This design comes from an exercise in tuning for small area and a short achievable clock period on the open sky130 flow, not from production work.
Only simulation tests tie the RTL to the original design; equivalence was not proved.

==> flow/design.v <==
package tag_mem_pkg;
    localparam logic [1:0] RW_IDLE    = 2'b00;
    localparam logic [1:0] RW_READ    = 2'b01;
    localparam logic [1:0] RW_WRITE   = 2'b10;
    localparam logic [1:0] RW_ILLEGAL = 2'b11;
    localparam logic [1:0] ERR_NONE = 2'b00;
    localparam logic [1:0] ERR_SEL  = 2'b01;
    localparam logic [1:0] ERR_ADDR = 2'b10;
    localparam logic [1:0] ERR_SEQ  = 2'b11;
endpackage
module tag_mem_bank #(
    parameter int DEPTH = 48
) (
    input  logic             clk,
    input  logic [DEPTH-1:0] wen,
    input  logic [DEPTH-1:0] wen_n,    
    input  logic [DEPTH-1:0] rsel,
    input  logic [15:0]      wr_dat,
    output logic [15:0]      rd_dat
);
    logic [DEPTH-1:0][15:0] mem;
    for (genvar i = 0; i < DEPTH; i++) begin : g_word
        logic [15:0] nxt;
        for (genvar j = 0; j < 16; j++) begin : g_hold
            tag_mem_ao22 u_hold (.a1(wr_dat[j]), .a2(wen[i]), .b1(mem[i][j]), .b2(wen_n[i]),
                                 .y(nxt[j]));
        end
        always_ff @(posedge clk) begin
            mem[i] <= nxt;
        end
    end
    for (genvar j = 0; j < 16; j++) begin : g_bit
        logic [15:0] l1;    
        logic [3:0]  l2;    
        logic [1:0]  l3;    
        for (genvar k = 0; k < 16; k++) begin : g_l1
            tag_mem_aoi222 u_aoi (.a1(mem[3*k][j]), .a2(rsel[3*k]),
                                  .b1(mem[3*k+1][j]), .b2(rsel[3*k+1]),
                                  .c1(mem[3*k+2][j]), .c2(rsel[3*k+2]), .y(l1[k]));
        end
        for (genvar m = 0; m < 4; m++) begin : g_l2
            tag_mem_nand4 u_nand (.a(l1[4*m]), .b(l1[4*m+1]), .c(l1[4*m+2]), .d(l1[4*m+3]),
                                  .y(l2[m]));
        end
        for (genvar n = 0; n < 2; n++) begin : g_l3
            tag_mem_nor2 u_nor (.a(l2[2*n]), .b(l2[2*n+1]), .y(l3[n]));
        end
        tag_mem_nand2 u_out (.a(l3[0]), .b(l3[1]), .y(rd_dat[j]));
    end
endmodule
module tag_mem_aoi222 (
    input  logic a1, a2, b1, b2, c1, c2,
    output logic y
);
    assign y = !((a1 && a2) || (b1 && b2) || (c1 && c2));
endmodule
module tag_mem_nand4 (
    input  logic a, b, c, d,
    output logic y
);
    assign y = !(a && b && c && d);
endmodule
module tag_mem_nor2 (
    input  logic a, b,
    output logic y
);
    assign y = !(a || b);
endmodule
module tag_mem_nand2 (
    input  logic a, b,
    output logic y
);
    assign y = !(a && b);
endmodule
module tag_mem_inv (
    input  logic a,
    output logic y
);
    assign y = !a;
endmodule
module tag_mem_nand3 (
    input  logic a, b, c,
    output logic y
);
    assign y = !(a && b && c);
endmodule
module tag_mem_and3 (
    input  logic a, b, c,
    output logic y
);
    assign y = a && b && c;
endmodule
module tag_mem_and2 (
    input  logic a, b,
    output logic y
);
    assign y = a && b;
endmodule
module tag_mem_ao22 (
    input  logic a1, a2, b1, b2,
    output logic y
);
    assign y = (a1 && a2) || (b1 && b2);
endmodule
module tag_mem_bank_responder #(
    parameter int DEPTH   = 48,
    parameter int TIMEOUT = 8
) (
    input  logic        clk,
    input  logic        reset,
    input  logic [2:0]  mem_sel,
    input  logic [1:0]  RorW,
    input  logic [5:0]  mem_address,
    input  logic        PC_B,
    input  logic        SE,
    input  logic        WE,
    input  logic [15:0] mem_data_out,
    output logic [15:0] mem_read_in,
    output logic        mem_busy,
    output logic        mem_err,
    output logic [1:0]  err_code
);
    localparam int            CW       = (TIMEOUT > 2) ? $clog2(TIMEOUT) : 1;
    localparam logic [CW-1:0] TMO_LAST = CW'(TIMEOUT - 1);
    logic            busy, acc;
    logic [CW-1:0]   tmo_cnt;
    logic            lat_rd;
    logic [8:0]      lat_bh;
    logic [3:0]      lat_mid, lat_lo;
    logic [15:0]     rd_q [3];
    logic [1:0]      err_q;
    logic            err_flag;
    logic [DEPTH-1:0] rsel [3];
    logic [DEPTH-1:0] wen [3];
    logic [DEPTH-1:0] wen_n [3];
    logic [15:0]      bank_rd [3];
    logic sel_ok, req, bad_req, rw_acc, addr_oob, start, rd_go, addr_err;
    assign sel_ok   = (mem_sel == 3'b001) || (mem_sel == 3'b010) || (mem_sel == 3'b100);
    assign req      = !busy && !PC_B;
    assign bad_req  = !sel_ok || (RorW == tag_mem_pkg::RW_ILLEGAL);
    assign rw_acc   = (RorW == tag_mem_pkg::RW_READ) || (RorW == tag_mem_pkg::RW_WRITE);
    assign addr_oob = {1'b0, mem_address} >= 7'(DEPTH);
    assign addr_err = req && !bad_req && rw_acc && addr_oob;
    assign start    = req && !bad_req && rw_acc && !addr_oob;
    assign rd_go    = start && (RorW == tag_mem_pkg::RW_READ);
    logic waiting, tmo, rd_done, wr_go, seq_err;
    assign waiting = !PC_B || (!SE && !WE);
    assign tmo     = acc && waiting && (tmo_cnt == TMO_LAST);
    assign rd_done = acc && PC_B && SE && !WE && lat_rd;
    assign wr_go   = acc && PC_B && WE && !SE && !lat_rd;
    assign seq_err = tmo || (acc && !waiting && !rd_done && !wr_go);
    logic rec_done;
    assign rec_done = (RorW == tag_mem_pkg::RW_IDLE) && !SE && !WE;
    logic busy_nxt, acc_nxt, set_err;
    logic [1:0] err_nxt;
    always_comb begin
        if (!busy) begin
            busy_nxt = req && (bad_req || rw_acc);
            acc_nxt  = start;
        end else if (acc) begin
            busy_nxt = 1'b1;
            acc_nxt  = waiting && !tmo;
        end else begin
            busy_nxt = !rec_done;
            acc_nxt  = 1'b0;
        end
        set_err = (req && bad_req) || addr_err || seq_err;
        if (!busy)
            err_nxt = bad_req ? tag_mem_pkg::ERR_SEL : tag_mem_pkg::ERR_ADDR;
        else
            err_nxt = tag_mem_pkg::ERR_SEQ;
    end
    always_ff @(posedge clk or posedge reset) begin
        if (reset) begin
            busy     <= 1'b0;
            acc      <= 1'b0;
            err_flag <= 1'b0;
            err_q    <= tag_mem_pkg::ERR_NONE;
            rd_q[0]  <= '0;
            rd_q[1]  <= '0;
            rd_q[2]  <= '0;
        end else begin
            busy <= busy_nxt;
            acc  <= acc_nxt;
            if (set_err) begin
                err_flag <= 1'b1;
                err_q    <= err_nxt;
            end
            if (rd_go) begin
                for (int b = 0; b < 3; b++) begin
                    rd_q[b] <= bank_rd[b] & {16{mem_sel[b]}};
                end
            end
        end
    end
    always_ff @(posedge clk) begin
        if (!busy) begin
            lat_rd  <= (RorW == tag_mem_pkg::RW_READ);
            for (int b = 0; b < 3; b++) begin
                lat_bh[3*b + 0] <= mem_sel[b] && !mem_address[5] && !mem_address[4];
                lat_bh[3*b + 1] <= mem_sel[b] && !mem_address[5] &&  mem_address[4];
                lat_bh[3*b + 2] <= mem_sel[b] &&  mem_address[5];
            end
            for (int k = 0; k < 4; k++) begin
                lat_mid[k] <= (mem_address[3:2] == 2'(k));
                lat_lo[k]  <= (mem_address[1:0] == 2'(k));
            end
        end
        tmo_cnt <= acc ? tmo_cnt + 1'b1 : '0;
    end
    logic [3:0] pd_lo, pd_mid;
    logic [2:0] pd_hi;
    always_comb begin
        for (int k = 0; k < 4; k++) begin
            pd_lo[k]  = (mem_address[1:0] == 2'(k));
            pd_mid[k] = (mem_address[3:2] == 2'(k));
        end
        pd_hi[0] = !mem_address[5] && !mem_address[4];
        pd_hi[1] = !mem_address[5] &&  mem_address[4];
        pd_hi[2] =  mem_address[5];
    end
    for (genvar b = 0; b < 3; b++) begin : g_rdec
        for (genvar i = 0; i < DEPTH; i++) begin : g_w
            tag_mem_and3 u_and (.a(pd_lo[i%4]), .b(pd_mid[(i/4)%4]), .c(pd_hi[i/16]),
                                .y(rsel[b][i]));
        end
    end
    logic [3:0]  wgo_lo;
    logic [11:0] wrow [3];
    for (genvar k = 0; k < 4; k++) begin : g_wcol
        tag_mem_and2 u_and (.a(wr_go), .b(lat_lo[k]), .y(wgo_lo[k]));
    end
    for (genvar b = 0; b < 3; b++) begin : g_wrow
        for (genvar r = 0; r < DEPTH / 4; r++) begin : g_r
            tag_mem_and2 u_and (.a(lat_bh[3*b + r/4]), .b(lat_mid[r%4]), .y(wrow[b][r]));
        end
        for (genvar i = 0; i < DEPTH; i++) begin : g_w
            tag_mem_and2  u_and  (.a(wrow[b][i/4]), .b(wgo_lo[i%4]), .y(wen[b][i]));
            tag_mem_nand2 u_nand (.a(wrow[b][i/4]), .b(wgo_lo[i%4]), .y(wen_n[b][i]));
        end
    end
    for (genvar b = 0; b < 3; b++) begin : g_bank
        tag_mem_bank #(
            .DEPTH (DEPTH)
        ) u_bank (
            .clk    (clk),
            .wen    (wen[b]),
            .wen_n  (wen_n[b]),
            .rsel   (rsel[b]),
            .wr_dat (mem_data_out),
            .rd_dat (bank_rd[b])
        );
    end
    for (genvar j = 0; j < 16; j++) begin : g_out
        logic [2:0] qn;
        for (genvar b = 0; b < 3; b++) begin : g_inv
            tag_mem_inv u_inv (.a(rd_q[b][j]), .y(qn[b]));
        end
        tag_mem_nand3 u_nand (.a(qn[0]), .b(qn[1]), .c(qn[2]), .y(mem_read_in[j]));
    end
    assign mem_busy    = busy;
    assign mem_err     = err_flag;
    assign err_code    = err_q;
endmodule
clock: 4.0 ns
lec_check: 0
cap_margin: 20
core_margin: 2
core_utilization: 40
cts_cluster_diameter: 70
cts_cluster_size: 24
setup_slack_margin: 1.5
slew_margin: 20
synth_hierarchical: 1
synth_minimum_keep_size: 0
run.sh (not shown) runs the stock make flow with config.mk's settings and CLKGATE_MAP_FILE= SYNTH_SCRIPT=/design/flow/synth_recipe.tcl, a recipe that flattens the netlist after the stock synthesis.
Next try:
--- a/flow/design.v
+++ b/flow/design.v
@@ -13,20 +13,16 @@
 ) (
     input  logic             clk,
     input  logic [DEPTH-1:0] wen,
-    input  logic [DEPTH-1:0] wen_n,    
     input  logic [DEPTH-1:0] rsel,
     input  logic [15:0]      wr_dat,
     output logic [15:0]      rd_dat
 );
     logic [DEPTH-1:0][15:0] mem;
     for (genvar i = 0; i < DEPTH; i++) begin : g_word
-        logic [15:0] nxt;
-        for (genvar j = 0; j < 16; j++) begin : g_hold
-            tag_mem_ao22 u_hold (.a1(wr_dat[j]), .a2(wen[i]), .b1(mem[i][j]), .b2(wen_n[i]),
-                                 .y(nxt[j]));
-        end
         always_ff @(posedge clk) begin
-            mem[i] <= nxt;
+            if (wen[i]) begin
+                mem[i] <= wr_dat;
+            end
         end
     end
     for (genvar j = 0; j < 16; j++) begin : g_bit
@@ -95,12 +91,6 @@
     output logic y
 );
     assign y = a && b;
-endmodule
-module tag_mem_ao22 (
-    input  logic a1, a2, b1, b2,
-    output logic y
-);
-    assign y = (a1 && a2) || (b1 && b2);
 endmodule
 module tag_mem_bank_responder #(
     parameter int DEPTH   = 48,
@@ -130,9 +120,8 @@
     logic [15:0]     rd_q [3];
     logic [1:0]      err_q;
     logic            err_flag;
-    logic [DEPTH-1:0] rsel [3];
+    logic [DEPTH-1:0] rsel;
     logic [DEPTH-1:0] wen [3];
-    logic [DEPTH-1:0] wen_n [3];
     logic [15:0]      bank_rd [3];
     logic sel_ok, req, bad_req, rw_acc, addr_oob, start, rd_go, addr_err;
     assign sel_ok   = (mem_sel == 3'b001) || (mem_sel == 3'b010) || (mem_sel == 3'b100);
@@ -219,11 +208,8 @@
         pd_hi[1] = !mem_address[5] &&  mem_address[4];
         pd_hi[2] =  mem_address[5];
     end
-    for (genvar b = 0; b < 3; b++) begin : g_rdec
-        for (genvar i = 0; i < DEPTH; i++) begin : g_w
-            tag_mem_and3 u_and (.a(pd_lo[i%4]), .b(pd_mid[(i/4)%4]), .c(pd_hi[i/16]),
-                                .y(rsel[b][i]));
-        end
+    for (genvar i = 0; i < DEPTH; i++) begin : g_rdec
+        tag_mem_and3 u_and (.a(pd_lo[i%4]), .b(pd_mid[(i/4)%4]), .c(pd_hi[i/16]), .y(rsel[i]));
     end
     logic [3:0]  wgo_lo;
     logic [11:0] wrow [3];
@@ -235,8 +221,7 @@
             tag_mem_and2 u_and (.a(lat_bh[3*b + r/4]), .b(lat_mid[r%4]), .y(wrow[b][r]));
         end
         for (genvar i = 0; i < DEPTH; i++) begin : g_w
-            tag_mem_and2  u_and  (.a(wrow[b][i/4]), .b(wgo_lo[i%4]), .y(wen[b][i]));
-            tag_mem_nand2 u_nand (.a(wrow[b][i/4]), .b(wgo_lo[i%4]), .y(wen_n[b][i]));
+            tag_mem_and2 u_and (.a(wrow[b][i/4]), .b(wgo_lo[i%4]), .y(wen[b][i]));
         end
     end
     for (genvar b = 0; b < 3; b++) begin : g_bank
@@ -245,8 +230,7 @@
         ) u_bank (
             .clk    (clk),
             .wen    (wen[b]),
-            .wen_n  (wen_n[b]),
-            .rsel   (rsel[b]),
+            .rsel   (rsel),
             .wr_dat (mem_data_out),
             .rd_dat (bank_rd[b])
         );
Result:
- area after synthesis grows by 2.1%
- design area shrinks by 0.97%
- non-clock buffer count shrinks by 260
- setup slack improves by 0.095 ns
- cell count shrinks by 26%
- hold slack improves by 0.30 ns
- flip-flop and latch count is unchanged
- routed wire length shrinks by 25%
- clock-buffer cell count grows by 12
- via count shrinks by 33%

## port drivers added, routing unchanged
The results above use ideal ports. As a check the final layouts listed here were re-extracted and re-timed, cells and wires unchanged. Step 1 assumes that a clkbuf_16 drives the clock port and a buf_2 every other input. Step 2 moves the port delays by t, midway between the first and last clock arrival at a register: inputs arrive t later, outputs are due t later. That takes back most of the time a late clock gives input paths. Slacks: no drivers / after step 1 / after step 2; pairs: no drivers / after step 1.
run | t, ns | setup slack, ns | worst hold slack (ns)
the first run | 0.893 | 1.379 / 1.176 / 0.284 | 0.133 / 0.075 / 0.425
the second run | 0.877 | 1.474 / 1.433 / 0.632 | 0.434 / 0.434 / 0.434
After both steps every run listed still meets setup and hold. The setup slack of the first run, which loses most, moves by -0.203 ns with the drivers and by -1.095 ns with both steps.
